This design comes from an exercise in tuning for small area, a short achievable clock period and few clock cycles on the open sky130 flow, not from production work. Function was checked by simulation only, so behaviour that the tests miss may differ from the original. Power is estimated from default activity; no workload was simulated.

File: constraint.sdc
create_clock -name core_clock -period 8.0 [get_ports {clk}]
set_input_delay 1.6000 -clock core_clock [delete_from_list [all_inputs] [get_ports {clk}]]
set_output_delay 1.6000 -clock core_clock [all_outputs]
set_load 0.01 [all_outputs]
File: run.sh
#!/bin/bash
# synth_recipe.tcl (not shown) runs the flow's synth.tcl, then flattens the netlist and writes it again
# the make line also repeats each setting of config.mk as NAME=value (left out here)
make -C /OpenROAD-flow-scripts/flow DESIGN_CONFIG=/design/flow/config.mk WORK_HOME=/design/flow/orfs CLKGATE_MAP_FILE= SYNTH_SCRIPT=/design/flow/synth_recipe.tcl finish
File: design.v
`timescale 1ns/1ps
module sample_capture (
    input  logic       clk,
    input  logic       rst_n,
    input  logic signed [12-1:0] adc_i_i,
    input  logic signed [12-1:0] adc_q_i,
    input  logic       adc_valid_i,
    input  logic       cfg_enable_i,
    input  logic cfg_mode_i,
    output logic       adc_ready_o,
    output logic       wr_en_o,
    output logic [7-1:0] wr_addr_o,
    output logic signed [12-1:0] wr_i_o,
    output logic signed [12-1:0] wr_q_o,
    output logic       frame_req_o,
    output logic frame_mode_o,
    input  logic       frame_ack_i
);
    logic [7-1:0]       addr_q;
    logic mode_q;
    logic [7-1:0]       last_addr;
    logic       frame_req_q;
    logic       accept;
    assign adc_ready_o = cfg_enable_i & ~frame_req_q;
    assign accept      = adc_valid_i & adc_ready_o;
    assign last_addr = (mode_q == 1'b1) ? 7'(127 - 1) : 7'(30);
    assign wr_en_o   = accept;
    assign wr_addr_o = addr_q;
    assign wr_i_o    = adc_i_i;
    assign wr_q_o    = adc_q_i;
    assign frame_req_o  = frame_req_q;
    assign frame_mode_o = mode_q;
    always_ff @(posedge clk or negedge rst_n) begin
        if (!rst_n) begin
            addr_q      <= '0;
            mode_q      <= 1'b0;
            frame_req_q <= 1'b0;
        end else if (frame_req_q) begin
            if (frame_ack_i) begin
                frame_req_q <= 1'b0;
                addr_q      <= '0;
            end
        end else if (accept) begin
            if (addr_q == '0) begin
                mode_q <= cfg_mode_i;
            end
            if (addr_q == last_addr) begin
                frame_req_q <= 1'b1;
            end else begin
                addr_q <= addr_q + 1'b1;
            end
        end
    end
endmodule
`timescale 1ns/1ps
module sample_ram (
    input  logic    clk,
    input  logic    wr_en_i,
    input  logic [7-1:0] wr_addr_i,
    input  logic signed [12-1:0] wr_i_i,
    input  logic signed [12-1:0] wr_q_i,
    input  logic [7-1:0] rd_addr_i,
    output logic signed [12-1:0] rd_i_o,
    output logic signed [12-1:0] rd_q_o
);
    localparam int DEPTH  = 127;
    localparam int WORD_W = 2 * 12;
    logic [WORD_W-1:0] mem [DEPTH];
    logic [WORD_W-1:0] rd_word_q;
    always_ff @(posedge clk) begin
        if (wr_en_i) begin
            mem[wr_addr_i] <= {wr_q_i, wr_i_i};
        end
        rd_word_q <= mem[rd_addr_i];
    end
    assign rd_i_o = rd_word_q[12-1:0];
    assign rd_q_o = rd_word_q[WORD_W-1:12];
endmodule
`timescale 1ns/1ps
module prbs_gen (
    input  logic       clk,
    input  logic       rst_n,
    input  logic mode_i,
    input  logic       restart_i,
    input  logic       step_i,
    output logic       chip_o
);
    localparam int LFSR_W = 7;
    localparam logic [LFSR_W-1:0] SEED = '1;
    logic [LFSR_W-1:0] lfsr_q;
    logic [LFSR_W-1:0] lfsr_next;
    logic              feedback;
    always_comb begin
        if (mode_i == 1'b1) begin
            feedback  = lfsr_q[6] ^ lfsr_q[5];
            lfsr_next = {lfsr_q[5:0], feedback};
        end else begin
            feedback  = lfsr_q[4] ^ lfsr_q[2];
            lfsr_next = {lfsr_q[6:5], lfsr_q[3:0], feedback};
        end
    end
    assign chip_o = (mode_i == 1'b1) ? lfsr_q[6] : lfsr_q[4];
    always_ff @(posedge clk or negedge rst_n) begin
        if (!rst_n) begin
            lfsr_q <= SEED;
        end else if (restart_i) begin
            lfsr_q <= SEED;
        end else if (step_i) begin
            lfsr_q <= lfsr_next;
        end
    end
endmodule
`timescale 1ns/1ps
module corr_engine (
    input  logic       clk,
    input  logic       rst_n,
    input  logic cfg_mode_i,
    input  logic       frame_req_i,
    output logic       frame_ack_o,
    output logic [7-1:0] rd_addr_o,
    input  logic signed [12-1:0] rd_i_i,
    input  logic signed [12-1:0] rd_q_i,
    output logic       prbs_restart_o,
    output logic       prbs_step_o,
    output logic prbs_mode_o,
    input  logic       prbs_chip_i,
    output logic signed [24-1:0] corr_i_o,
    output logic signed [24-1:0] corr_q_o,
    output logic [7-1:0] corr_bin_o,
    output logic       corr_valid_o,
    output logic       corr_last_o
);
    typedef enum logic [2:0] {
        S_IDLE,
        S_RUN,
        S_DRAIN,
        S_OUTPUT,
        S_ACK
    } state_t;
    state_t     state_q;
    logic mode_q;
    logic [7-1:0]       last_idx;
    logic [7-1:0]       bin_q;
    logic [7-1:0]       addr_q;
    logic [7-1:0]       tap_q;
    logic       bin_last;
    logic       tap_last;
    logic       start_bin;
    logic       data_vld_q;
    logic       chip_q;
    logic signed [24-1:0]       acc_i_q;
    logic signed [24-1:0]       acc_q_q;
    assign last_idx = (mode_q == 1'b1) ? 7'(127 - 1) : 7'(30);
    assign bin_last = (bin_q == last_idx);
    assign tap_last = (tap_q == last_idx);
    assign start_bin = ((state_q == S_IDLE) && frame_req_i) ||
                       ((state_q == S_OUTPUT) && !bin_last);
    always_ff @(posedge clk or negedge rst_n) begin
        if (!rst_n) begin
            state_q <= S_IDLE;
            mode_q  <= 1'b0;
            bin_q   <= '0;
            addr_q  <= '0;
            tap_q   <= '0;
        end else begin
            case (state_q)
                S_IDLE: begin
                    if (frame_req_i) begin
                        mode_q  <= cfg_mode_i;
                        bin_q   <= '0;
                        addr_q  <= '0;
                        tap_q   <= '0;
                        state_q <= S_RUN;
                    end
                end
                S_RUN: begin
                    tap_q  <= tap_q + 1'b1;
                    addr_q <= (addr_q == last_idx) ? '0 : addr_q + 1'b1;
                    if (tap_last) begin
                        state_q <= S_DRAIN;
                    end
                end
                S_DRAIN: state_q <= S_OUTPUT;
                S_OUTPUT: begin
                    if (bin_last) begin
                        state_q <= S_ACK;
                    end else begin
                        bin_q   <= bin_q + 1'b1;
                        addr_q  <= bin_q + 1'b1;
                        tap_q   <= '0;
                        state_q <= S_RUN;
                    end
                end
                S_ACK: begin
                    if (!frame_req_i) begin
                        state_q <= S_IDLE;
                    end
                end
                default: state_q <= S_IDLE;
            endcase
        end
    end
    always_ff @(posedge clk or negedge rst_n) begin
        if (!rst_n) begin
            data_vld_q <= 1'b0;
        end else begin
            data_vld_q <= (state_q == S_RUN);
        end
    end
    always_ff @(posedge clk) begin
        chip_q <= prbs_chip_i;
        if (start_bin) begin
            acc_i_q <= '0;
            acc_q_q <= '0;
        end else if (data_vld_q) begin
            if (chip_q) begin
                acc_i_q <= acc_i_q + {{(24-12){rd_i_i[12-1]}}, rd_i_i};
                acc_q_q <= acc_q_q + {{(24-12){rd_q_i[12-1]}}, rd_q_i};
            end else begin
                acc_i_q <= acc_i_q - {{(24-12){rd_i_i[12-1]}}, rd_i_i};
                acc_q_q <= acc_q_q - {{(24-12){rd_q_i[12-1]}}, rd_q_i};
            end
        end
    end
    assign rd_addr_o      = addr_q;
    assign prbs_restart_o = start_bin;
    assign prbs_step_o    = (state_q == S_RUN);
    assign prbs_mode_o    = mode_q;
    assign frame_ack_o    = (state_q == S_ACK);
    assign corr_i_o     = acc_i_q;
    assign corr_q_o     = acc_q_q;
    assign corr_bin_o   = bin_q;
    assign corr_valid_o = (state_q == S_OUTPUT);
    assign corr_last_o  = corr_valid_o && bin_last;
endmodule
`timescale 1ns/1ps
module peak_detector (
    input  logic                       clk,
    input  logic                       rst_n,
    input  logic signed [24-1:0] corr_i_i,
    input  logic signed [24-1:0] corr_q_i,
    input  logic [7-1:0] corr_bin_i,
    input  logic                       corr_valid_i,
    input  logic [24-1:0] cfg_threshold_i,
    output logic [24-1:0] det_mag_o,
    output logic [7-1:0] det_bin_o,
    output logic                       det_valid_o,
    output logic [16-1:0] det_count_o
);
    logic [24-1:0] abs_i;
    logic [24-1:0] abs_q;
    logic [24-1:0] mag;
    logic hit;
    function automatic logic [24-1:0] abs_val(input logic signed [24-1:0] x);
        abs_val = (x < 0) ? -x : x;
    endfunction
    assign abs_i = abs_val(corr_i_i);
    assign abs_q = abs_val(corr_q_i);
    assign mag   = abs_i + abs_q;
    assign hit   = corr_valid_i && (mag > cfg_threshold_i);
    always_ff @(posedge clk or negedge rst_n) begin
        if (!rst_n) begin
            det_valid_o <= 1'b0;
            det_count_o <= '0;
        end else begin
            det_valid_o <= hit;
            if (hit) begin
                det_count_o <= det_count_o + 1'b1;
            end
        end
    end
    always_ff @(posedge clk) begin
        if (hit) begin
            det_mag_o <= mag;
            det_bin_o <= corr_bin_i;
        end
    end
endmodule
`timescale 1ns/1ps
module prbs_corr_top (
    input  logic                       clk,
    input  logic                       rst_n,
    input  logic signed [12-1:0] adc_i_i,
    input  logic signed [12-1:0] adc_q_i,
    input  logic                       adc_valid_i,
    output logic                       adc_ready_o,
    input  logic                       cfg_enable_i,
    input  logic                 cfg_mode_i,
    input  logic [24-1:0] cfg_threshold_i,
    output logic signed [24-1:0] corr_i_o,
    output logic signed [24-1:0] corr_q_o,
    output logic [7-1:0] corr_bin_o,
    output logic                       corr_valid_o,
    output logic                       corr_last_o,
    output logic [24-1:0] det_mag_o,
    output logic [7-1:0] det_bin_o,
    output logic                       det_valid_o,
    output logic [16-1:0] det_count_o
);
    logic       wr_en;
    logic [7-1:0]       wr_addr;
    logic signed [12-1:0]    wr_i;
    logic signed [12-1:0]    wr_q;
    logic       frame_req;
    logic       frame_ack;
    logic frame_mode;
    logic [7-1:0]       rd_addr;
    logic signed [12-1:0]    rd_i;
    logic signed [12-1:0]    rd_q;
    logic       prbs_restart;
    logic       prbs_step;
    logic prbs_mode;
    logic       prbs_chip;
    sample_capture u_sample_capture (
        .clk          (clk),
        .rst_n        (rst_n),
        .adc_i_i      (adc_i_i),
        .adc_q_i      (adc_q_i),
        .adc_valid_i  (adc_valid_i),
        .cfg_enable_i (cfg_enable_i),
        .cfg_mode_i   (cfg_mode_i),
        .adc_ready_o  (adc_ready_o),
        .wr_en_o      (wr_en),
        .wr_addr_o    (wr_addr),
        .wr_i_o       (wr_i),
        .wr_q_o       (wr_q),
        .frame_req_o  (frame_req),
        .frame_mode_o (frame_mode),
        .frame_ack_i  (frame_ack)
    );
    sample_ram u_sample_ram (
        .clk       (clk),
        .wr_en_i   (wr_en),
        .wr_addr_i (wr_addr),
        .wr_i_i    (wr_i),
        .wr_q_i    (wr_q),
        .rd_addr_i (rd_addr),
        .rd_i_o    (rd_i),
        .rd_q_o    (rd_q)
    );
    prbs_gen u_prbs_gen (
        .clk       (clk),
        .rst_n     (rst_n),
        .mode_i    (prbs_mode),
        .restart_i (prbs_restart),
        .step_i    (prbs_step),
        .chip_o    (prbs_chip)
    );
    corr_engine u_corr_engine (
        .clk            (clk),
        .rst_n          (rst_n),
        .cfg_mode_i     (frame_mode),
        .frame_req_i    (frame_req),
        .frame_ack_o    (frame_ack),
        .rd_addr_o      (rd_addr),
        .rd_i_i         (rd_i),
        .rd_q_i         (rd_q),
        .prbs_restart_o (prbs_restart),
        .prbs_step_o    (prbs_step),
        .prbs_mode_o    (prbs_mode),
        .prbs_chip_i    (prbs_chip),
        .corr_i_o       (corr_i_o),
        .corr_q_o       (corr_q_o),
        .corr_bin_o     (corr_bin_o),
        .corr_valid_o   (corr_valid_o),
        .corr_last_o    (corr_last_o)
    );
    peak_detector u_peak_detector (
        .clk             (clk),
        .rst_n           (rst_n),
        .corr_i_i        (corr_i_o),
        .corr_q_i        (corr_q_o),
        .corr_bin_i      (corr_bin_o),
        .corr_valid_i    (corr_valid_o),
        .cfg_threshold_i (cfg_threshold_i),
        .det_mag_o       (det_mag_o),
        .det_bin_o       (det_bin_o),
        .det_valid_o     (det_valid_o),
        .det_count_o     (det_count_o)
    );
endmodule
File: config.mk
export PLATFORM = sky130hd
export DESIGN_NAME = prbs_corr_top
export DESIGN_NICKNAME = prbs_corr_top
export VERILOG_FILES = /design/flow/design.v
export SDC_FILE = /design/flow/constraint.sdc
export NUM_CORES = 4
export LEC_CHECK = 0
export CAP_MARGIN = 20
export CORE_MARGIN = 2
export CORE_UTILIZATION = 40
export SLEW_MARGIN = 20
==> summary.log <==
qor: status.run_status finished clean
qor: grt.number_of_global_route_vias_before_repair 62031
qor: routing.vias 61211
qor: routing.post-route-drc-count 0
qor: routing.drt-pass1-iter-count 6
qor: timing.hold_viol_final 0
qor: timing.totalNegativeSetupSlack 0 ns
qor: timing.timing.slew.headroom 25.1%
qor: timing.max_slew.worst_pin.slew 1.12 ns
qor: timing.timing.final.crit_period 6.81 ns
qor: placement.cell_area_placed 0.135 mm2
qor: clocking.post-cts-setup-buffers 0
qor: synth.netlist-cell-type-count 69
qor: grt.grt_antenna_before_repair 23
qor: clocking.library_cell_used_as_clock_root_buffer sky130_fd_sc_hd__clkbuf_16
qor: routing.antenna_violating_nets_post_route 0
qor: floorplanning.initial_core_util 40.2%
qor: finish.area_growth_syn_to_layout 14.6%
qor: synth.synth-async-reset-ratio 1.84%
qor: clocking.number_of_buffers_inserted_during_clock_tree_synthesis 330
qor: synth.synthFlopType sky130_fd_sc_hd__edfxtp_1
qor: synth.synth.ff_latch_count 3211
qor: grt.grt_first_pass_wirelength 457000 um
qor: synth.synth_nets 6013
qor: clocking.tritoncts_clock_tree built
qor: worst_setup_path.timing.critical_path.to_type register
qor: timing.fin_crit_sh 85.1%
qor: synth.synth-warning-count 5
qor: worst_setup_path.critical-path-top-delay-family simple AND/OR/NAND/NOR gates
qor: routing.detail_route.vias_per_cell 5.75
qor: worst_setup_path.cp.arrival 7.37 ns
qor: synth.netlist.area_leader.share 72.5%
qor: finish.post_route_cells_drive_above_1_share 28.1%
qor: floorplanning.std_cell_rows 207
qor: synth.synthTopCellsByArea sky130_fd_sc_hd__edfxtp_1, sky130_fd_sc_hd__mux4_2, sky130_fd_sc_hd__dfxtp_1, sky130_fd_sc_hd__ha_1, sky130_fd_sc_hd__dfrtp_1
qor: worst_setup_path.critPathMaxFanout 20
qor: synth.netlist_area_before_placement 0.128 mm2
qor: grt.grt_usage 19.5%
qor: timing.setup_viol_count_final 0
qor: worst_setup_path.timing_worst_setup_path_type reg2reg
qor: run.number_of_max_capacitance_violations_reported 0
qor: clocking.cts_max_path_buffers 4
qor: power.power_density 344 mW/mm2
qor: floorplanning.fp.dieArea 0.323 mm2
qor: clocking.clock_sink_count 3211
qor: finish.design.final.nets 6354
qor: timing.skew_final 0.0630 ns
qor: floorplanning.die_y 569 um
qor: hold_path.min-delay-path-class reg2reg
qor: synth.synth_top_cell_by_area sky130_fd_sc_hd__edfxtp_1
qor: placement.detailed_place_hpwl 184000 um
qor: finish.fin_area 0.146 mm2
qor: timing.report.final.slew_viol_count 0
qor: synth.count_of_flip_flops_with_a_built_in_enable_after_synthesis 3079
qor: timing.fmax 147 MHz
qor: synth.synthCells 5850
qor: clocking.post_cts_resized 0
qor: worst_setup_path.critical_path_buf_inv_count 2
qor: synth.average_instance_area_after_synthesis 21.8 um2
qor: synth.ys_seq_area_share 74.8%
qor: worst_setup_path.worstPathCellList or3_1 -> or3b_2 -> or2_2 -> o41ai_1 -> xnor2_1 -> ha_1 -> nor3_1 -> nor2_1 -> a211o_1 -> a31oi_1 -> o31ai_1 -> a31o_2 -> a31oi_1 -> xnor2_1 -> ha_1 -> nand4_1 -> nor4_1 -> o31ai_1 -> a31o_2 -> inv_1 -> buf_4
qor: clocking.path_clk_slew 0.06 ns
qor: routing.wl_per_cell 29.9 um
qor: floorplanning.die_w 569 um
qor: grt.grt_max_degree 119
qor: floorplanning.coreArea 0.318 mm2
qor: timing.setup_repair_after_global_routing_missed_its_margin no
qor: worst_setup_path.timing.critical_path.from_type register
qor: clocking.cts_hold_buf 0
qor: power.worst_vdd_ir 272 uV
qor: worst_setup_path.critical-path-slowest-cell sky130_fd_sc_hd__inv_1
qor: routing.route.final.wire_length 318000 um
qor: clocking.clock_insertion_delay_worst_skew 0.94 ns
qor: worst_setup_path.data_required_time_of_the_worst_path 8.57 ns
qor: routing.drt_iter0_drc 7311
qor: clocking.htree_levels 5
qor: floorplanning.design.portCount 159
qor: placement.port_buffers 158
qor: placement.place_ws 1.36 ns
qor: grt.grt_overflow_total 0
qor: timing.fin_worst_setup_slack 1.19 ns
qor: power.power.static_leakage 0.0455 uW
qor: worst_setup_path.cp_slowest_stage_delay 0.52 ns
qor: placement.gp_congestion 0.828
-- sequential cells by signal, indices dropped and copies added, names as in the netlist --
signal	count
u_sample_capture.addr_q	7
u_sample_ram.mem	3048
u_sample_capture.mode_q	1
u_peak_detector.det_bin_o	7
u_peak_detector.det_count_o	16
u_prbs_gen.lfsr_q	7
u_corr_engine.mode_q	1
u_corr_engine.acc_i_q	24
u_peak_detector.det_valid_o	1
u_corr_engine.bin_q	7
u_corr_engine.data_vld_q	1
u_corr_engine.chip_q	1
u_sample_capture.frame_req_q	1
u_sample_ram.rd_word_q	24
u_corr_engine.tap_q	7
u_corr_engine.acc_q_q	24
u_corr_engine.state_q	3
u_peak_detector.det_mag_o	24
u_corr_engine.addr_q	7
-- tightest hold or removal path, delay by kind of cell, from the launching register on --
kind / cells / cell delay, ns
AND/OR/NAND/NOR: 2 / 0.12
flip-flops: 1 / 0.37
-- worst paths after layout --
kind / from / end / slack, ns / cells past startpoint
setup reg to reg: u_corr_engine.acc_i_q[2]$_SDFFE_PP0P_ / u_peak_detector.det_mag_o[10]$_DFFE_PP_ / 1.19 / 21
max in group asynchronous: rst_n / u_corr_engine.addr_q[1]$_DFFE_PN0P_ / 6.45 / 2
hold / removal: u_prbs_gen.lfsr_q[3]$_DFFE_PN1P_ / u_prbs_gen.lfsr_q[4]$_DFFE_PN1P_ / 0.48 / 2
hold reg to reg: u_prbs_gen.lfsr_q[3]$_DFFE_PN1P_ / u_prbs_gen.lfsr_q[4]$_DFFE_PN1P_ / 0.48 / 2
setup / recovery: u_corr_engine.acc_i_q[2]$_SDFFE_PP0P_ / u_peak_detector.det_mag_o[10]$_DFFE_PP_ / 1.19 / 21
min in group asynchronous: rst_n / u_corr_engine.bin_q[0]$_DFFE_PN0P_ / 0.88 / 2
-- power by group --
part           internal, uW  switching (uW)
sequential            18900             544
combinational          7190            8410
clock                  8760            6490
-- synth_stat cells, types with 4 or more instances --
cell / number
sky130_fd_sc_hd__or3_1: 18
sky130_fd_sc_hd__nand4_1: 23
sky130_fd_sc_hd__o22ai_1: 11
sky130_fd_sc_hd__o41ai_1: 8
sky130_fd_sc_hd__a21oi_1: 78
sky130_fd_sc_hd__or2_2: 9
sky130_fd_sc_hd__o211ai_1: 8
sky130_fd_sc_hd__a211oi_1: 13
sky130_fd_sc_hd__and2_1: 6
sky130_fd_sc_hd__clkbuf_1: 164
sky130_fd_sc_hd__a31oi_1: 14
sky130_fd_sc_hd__a31o_2: 5
sky130_fd_sc_hd__buf_1: 34
sky130_fd_sc_hd__nor2b_1: 18
sky130_fd_sc_hd__or4_1: 6
sky130_fd_sc_hd__dfxtp_1: 73
sky130_fd_sc_hd__mux2_2: 36
sky130_fd_sc_hd__a21o_1: 41
sky130_fd_sc_hd__nand2b_1: 16
sky130_fd_sc_hd__nor4_1: 9
sky130_fd_sc_hd__nand2_1: 161
sky130_fd_sc_hd__nor3_1: 26
sky130_fd_sc_hd__dfstp_2: 7
sky130_fd_sc_hd__xnor2_1: 92
sky130_fd_sc_hd__mux4_2: 980
sky130_fd_sc_hd__nor3b_1: 4
sky130_fd_sc_hd__mux2i_1: 57
sky130_fd_sc_hd__ha_1: 107
sky130_fd_sc_hd__a211o_1: 4
sky130_fd_sc_hd__o21a_1: 9
sky130_fd_sc_hd__edfxtp_1: 3079
sky130_fd_sc_hd__o2111ai_1: 4
sky130_fd_sc_hd__o21ai_0: 98
sky130_fd_sc_hd__inv_1: 55
sky130_fd_sc_hd__nand3_1: 45
sky130_fd_sc_hd__buf_2: 91
sky130_fd_sc_hd__dfrtp_1: 52
sky130_fd_sc_hd__o31ai_1: 23
sky130_fd_sc_hd__xor2_1: 53
sky130_fd_sc_hd__and3_1: 20
sky130_fd_sc_hd__nor2_1: 252
-- cell families (layout without fill, tap and decap cells) --
logic type      count (synthesis)  after routing  synth area share, %
compound gates                340            340                 1.68
xor+xnor                      145            145                0.996
fa+ha+maj                     110            110                 1.10
buf+inv                       344            947                 1.10
flops                        3211           3211                 74.8
mux                          1073           1073                 18.1
other cells                     0              7                    0
simple gates                  627            627                 2.24
-- layer usage --
layer	vias to the layer above	global-route usage, %	wire length [um]
li1	25309	-	-
met4	6	4.70	7620
met2	2309	31.6	154000
met3	436	2.84	21100
met1	33151	27.9	135000
met5	-	0	37
-- through the flow --
step | utilization (%) | total power, uW | std cells | hold WS, ns
floorplan | - | 30400 | 5850 | 0.464
global placement | 42.5 | 35400 | 10019 | 0.467
detailed placement | 42.6 | 35500 | 10030 | 0.482
CTS | 46.0 | 50700 | 10624 | 0.488
global route | 46.0 | 52400 | 10634 | 0.506
finish | 46.0 | 50300 | 10640 | 0.485
-- area by class of cell --
cell class / instances / area, um2
diodes: 7 / 17.5
clock buffers: 414 / 8770
clock inverters: 180 / 1870
fillers: 26083 / 171000
inverters: 55 / 206
multi-input cells: 2295 / 31500
flip-flops and latches: 3211 / 95400
well taps: 4180 / 5230
repair buffers: 298 / 3130
-- cells in the final DEF (no fill, tap or decap), types with 16 or more instances in the layout --
cell type,netlist,layout
sky130_fd_sc_hd__a21o_1,41,41
sky130_fd_sc_hd__a21oi_1,78,78
sky130_fd_sc_hd__and3_1,20,20
sky130_fd_sc_hd__buf_12,0,27
sky130_fd_sc_hd__buf_4,0,126
sky130_fd_sc_hd__bufinv_16,0,29
sky130_fd_sc_hd__clkbuf_1,164,69
sky130_fd_sc_hd__clkbuf_16,0,335
sky130_fd_sc_hd__clkdlybuf4s50_1,0,133
sky130_fd_sc_hd__clkinv_1,0,63
sky130_fd_sc_hd__clkinv_2,0,56
sky130_fd_sc_hd__dfrtp_1,52,44
sky130_fd_sc_hd__dfxtp_1,73,73
sky130_fd_sc_hd__edfxtp_1,3079,3079
sky130_fd_sc_hd__ha_1,107,107
sky130_fd_sc_hd__inv_1,55,55
sky130_fd_sc_hd__mux2_2,36,36
sky130_fd_sc_hd__mux2i_1,57,57
sky130_fd_sc_hd__mux4_2,980,980
sky130_fd_sc_hd__nand2_1,161,155
sky130_fd_sc_hd__nand2b_1,16,16
sky130_fd_sc_hd__nand3_1,45,43
sky130_fd_sc_hd__nand4_1,23,23
sky130_fd_sc_hd__nor2_1,252,124
sky130_fd_sc_hd__nor2_2,0,45
sky130_fd_sc_hd__nor2_4,0,83
sky130_fd_sc_hd__nor2b_1,18,18
sky130_fd_sc_hd__nor3_1,26,26
sky130_fd_sc_hd__o21ai_0,98,98
sky130_fd_sc_hd__o31ai_1,23,23
sky130_fd_sc_hd__or3_1,18,18
sky130_fd_sc_hd__xnor2_1,92,92
sky130_fd_sc_hd__xor2_1,53,53
Testbench counts, summed over its fixed seeds: cycles 408,954.

[what the ideal ports hide]
The results above use ideal ports. As a check the final layout listed here was re-extracted and re-timed, cells and wires unchanged.
Step 1 sets driving cells, clkbuf_16 on the clock port and buf_2 on the other inputs (assumed; they add their load-dependent delay and slew).
Step 2 also shifts input and output timing later by t, the mid clock arrival at the registers, as if the neighbouring blocks saw the same clock.
a / b / c = no drivers / after step 1 / after step 2; a / b = the first two.
shift t [ns]: 0.996
slack for setup (ns): 1.193 / 1.193 / 1.193
worst setup path after step 2: register to register
worst data-port slew with drivers (ns): 0.19
After both steps this run still meets setup and hold. The setup slack of this run moves by 0.000 ns with the drivers and by 0.000 ns with both steps.
